Background: an optimization exercise with open tools, aiming at small area. Do not read the settings as production practice. The RTL was checked by simulation tests, not by an equivalence proof against the original design. Power figures rest on the tool's default switching activity, not on a simulated workload.

// tea_keypad_top
module tea_keypad_top (
	input logic clk,
	input logic resetFlag,
	input logic [7:0] scan_code,
	input logic scan_valid,
	output logic [6:0] hex0,
	output logic [6:0] hex1,
	output logic [6:0] hex2,
	output logic [6:0] hex3,
	output logic [6:0] hex4,
	output logic [6:0] hex5,
	output logic [7:0] ledr
);
==> flow/config.mk <==
export PLATFORM = sky130hd
export DESIGN_NAME = tea_keypad_top
export DESIGN_NICKNAME = tea_keypad_top
export VERILOG_FILES = /design/flow/design.v
export SDC_FILE = /design/flow/constraint.sdc
export NUM_CORES = 4
export LEC_CHECK = 0
export CAP_MARGIN = 20
export CORE_MARGIN = 2
export CORE_UTILIZATION = 40
export SLEW_MARGIN = 20
==> flow/constraint.sdc <==
create_clock -name core_clock -period 10.0 [get_ports {clk}]
set_input_delay 2.0000 -clock core_clock [delete_from_list [all_inputs] [get_ports {clk}]]
set_output_delay 2.0000 -clock core_clock [all_outputs]
set_load 0.01 [all_outputs]
standard.sh (not shown) runs the stock make flow with config.mk's settings and CLKGATE_MAP_FILE= SYNTH_SCRIPT=/design/flow/synth_recipe.tcl, a recipe that flattens the netlist after the stock synthesis.
==> flow/flow/run.sh <==
#!/bin/bash
# Layout flow: the standard synthesis, then an area-oriented re-mapping of
# the combinational logic (registers kept as they are), then the standard
# floorplan-to-finish with small port buffers and a clock tree without dummy
# loads. Every tool writes its own log in this folder (ORFS steps also keep
# theirs under orfs/logs/).
set -uo pipefail
R=orfs/results/$FLOW_PLATFORM/tea_keypad_top/base
LIB=$FLOW_HOME/platforms/$FLOW_PLATFORM/lib/sky130_fd_sc_hd__tt_025C_1v80.lib

# 1. standard synthesis
bash standard.sh synth > synth.log 2>&1 || { echo "synthesis failed"; exit 1; }
cp $R/1_2_yosys.v std_netlist.v

# 2. re-map combinational logic for area; flip-flops stay black boxes
DONT_USE=$(sed -n '/DONT_USE_CELLS += /,/^$/p' $FLOW_HOME/platforms/$FLOW_PLATFORM/config.mk \
  | grep -o 'sky130_fd_sc_hd__[a-z0-9_]*' | sed 's/^/-dont_use /' | tr '\n' ' ')
sed -e "s#@LIB@#$LIB#g" -e "s#@DONT_USE@#$DONT_USE#g" flow/remap.ys.in > remap.ys
yosys -s remap.ys > remap.log 2>&1
ok=$?

# 3. prove the re-mapped netlist equal to the standard one; else keep the standard one
if [[ $ok -eq 0 ]]; then
  sed -e "s#@LIB@#$LIB#g" flow/equiv.ys.in > equiv.ys
  yosys -s equiv.ys > equiv.log 2>&1
  ok=$?
fi
if [[ $ok -eq 0 ]]; then
  grep -o 'sky130_fd_sc_hd__[a-z0-9_]*df[a-z0-9_]* [^ ]*' std_netlist.v | sort > regs_std.log
  grep -o 'sky130_fd_sc_hd__[a-z0-9_]*df[a-z0-9_]* [^ ]*' remap.v | sort > regs_remap.log
  cmp -s regs_std.log regs_remap.log || ok=1
fi
if [[ $ok -eq 0 ]]; then
  echo "using re-mapped netlist" > choice.log
  cp remap.v $R/1_2_yosys.v
  rm -f $R/1_synth.odb $R/1_synth.sdc
else
  echo "using standard netlist" > choice.log
fi

# 4. floorplan to finish
bash standard.sh \
  "BUFFER_PORTS_ARGS=-buffer_cell sky130_fd_sc_hd__buf_1" \
  "CTS_ARGS=-sink_clustering_enable -repair_clock_nets -dont_use_dummy_load -buf_list sky130_fd_sc_hd__clkbuf_4" \
  finish > standard.log 2>&1
Other scripts of this flow, unchanged in this note and not shown: flow/flow/area.abc, flow/flow/equiv.ys.in, flow/flow/remap.ys.in
Rerun with:
--- a/flow/design.v
+++ b/flow/design.v
@@ -32,23 +32,23 @@
 	input logic [7:0] scan_code,
 	input logic scan_valid,
 	output logic [6:0] hex0,
 	output logic [6:0] hex1,
 	output logic [6:0] hex2,
 	output logic [6:0] hex3,
 	output logic [6:0] hex4,
 	output logic [6:0] hex5,
 	output logic [7:0] ledr
 );
 	localparam logic [2:0] ST_ENTRY = 3'd0, ST_LWAIT = 3'd1, ST_WAITE = 3'd2,
-		ST_WAITD = 3'd3, ST_ENC = 3'd4, ST_ENC_GO = 3'd5, ST_DEC = 3'd6, ST_DEC_GO = 3'd7;
+		ST_WAITD = 3'd3, ST_ENC = 3'd4, ST_DEC = 3'd5;
 	logic after_break, space_down;
 	logic [2:0] field;
 	logic [2:0] state;
 	logic [3:0] op_v0, op_v1, k0, k1, k2, k3;
 	logic make, esc, kill;
 	logic dig_valid;
 	logic [3:0] dig;
 	assign make = scan_valid && scan_code != SC_BREAK && !after_break;
 	assign esc = make && scan_code == SC_ESC;
 	assign kill = resetFlag || esc;
 	always_comb begin
@@ -58,26 +58,25 @@
 			if (scan_code == SC_DIGIT[8*i +: 8]) begin
 				dig_valid = 1'b1;
 				dig = 4'(i);
 			end
 		end
 	end
 	logic [3:0] bitcnt;
 	logic [5:0] rnd;
 	logic half;
 	logic go;
 	logic busy, dec, last_bit, end_rnd, done;
-	assign go = state[2] && state[0];
 	logic disp_zero;
-	assign busy = state[2];
-	assign dec = state[2] && state[1];
+	assign busy = state == ST_ENC || state == ST_DEC;
+	assign dec = state == ST_DEC;
 	assign last_bit = bitcnt == 4'd15;
 	assign end_rnd = dec ? rnd == 6'd0 && !half : rnd == 6'd32 && half;
 	assign done = go && last_bit && end_rnd;
 	logic wr;
 	assign wr = scan_valid && state == ST_ENTRY && dig_valid;
 	always_ff @(posedge clk) begin
 		if (resetFlag)
 			bitcnt <= '0;
 		else
 			bitcnt <= bitcnt + 4'd1;
 	end
@@ -110,46 +109,48 @@
 	end
 	always_ff @(posedge clk) begin
 		if (clr)
 			field <= '0;
 		else if (scan_valid && state == ST_ENTRY && make && scan_code == SC_SPACE &&
 		         !space_down && field != 3'd5)
 			field <= field + 3'd1;
 	end
 	always_ff @(posedge clk) begin
 		if (kill) begin
 			state <= ST_ENTRY;
+			go <= 1'b0;
 			disp_zero <= 1'b1;
 		end else begin
 			if (scan_valid) begin
 				case (state)
 					ST_ENTRY: if (scan_code == SC_ENTER) state <= ST_LWAIT;
 					ST_LWAIT: if (scan_code != SC_ENTER) state <= scan_code == SC_ENC ? ST_ENC : ST_WAITE;
 					ST_WAITE: if (scan_code == SC_ENC) state <= ST_ENC;
 					ST_WAITD: if (scan_code == SC_DEC) state <= ST_DEC;
 					default: ;
 				endcase
 				if ((state == ST_LWAIT || state == ST_WAITE) && scan_code == SC_ENC) begin
 					rnd <= 6'd0;
 					half <= 1'b0;
 					disp_zero <= 1'b0;
 				end
 				if (state == ST_WAITD && scan_code == SC_DEC) begin
 					rnd <= 6'd33;
 					half <= 1'b1;
 				end
 			end
 			if (busy && last_bit) begin
 				if (!go)
-					state[0] <= 1'b1;
+					go <= 1'b1;
 				else if (end_rnd) begin
+					go <= 1'b0;
 					state <= dec ? ST_ENTRY : ST_WAITD;
 				end else begin
 					half <= !half;
 					if (half)
 						rnd <= dec ? rnd - 6'd1 : rnd + 6'd1;
 				end
 			end
 		end
 	end
 	logic [31:0] v0q, v1q;
 	logic init, nullp, khi;
Result:
- The new run went through all stages and came out clean
- critical path depth drops by 11
- routed wire length climbs by 5.4%
- combinational power drops by about 10%
- sequential share of layout area drops by 0.57 points
- power drops by 0.57%
- setup slack is worse by 1.5 ns
- worst hold slack is better by 0.014 ns
- design area climbs by 1.8%
- register-to-register slack is better by 0.29 ns
- flip-flop and latch count climbs by 1
- synthesized area climbs by 1.9%
- via count climbs by 2.2%
- global-route usage climbs by 0.20 points

## separate check: timing with driven ports
Ports are ideal in the flow. The routed layouts listed here were re-timed in OpenROAD.
Step 1 sets driving cells, clkbuf_16 on the clock port and buf_2 on the other inputs (assumed; they add their load-dependent delay and slew).
Step 2 adds t to the input delays and takes it off the output delays; t is the mean of the earliest and latest rising clock arrival at the registers after step 1. Input paths then give back, and output paths get back, about the clock's delay inside the block.
Three values: ideal ports, drivers, drivers and shift; two values: the first two.
run | t (ns) | setup slack, ns | clock arrival spread, ns | worst register clock-pin slew, ns
the first run | 0.523 | 5.292 / 5.292 / 4.954 | 0.056 / 0.056 | 0.12 / 0.12
the second run | 0.530 | 3.790 / 3.802 / 3.272 | 0.034 / 0.034 | 0.10 / 0.10
After both steps setup and hold are still met in every run listed. For the second run, which loses most, drivers alone change the setup slack by +0.012 ns; drivers and shift together by -0.518 ns.
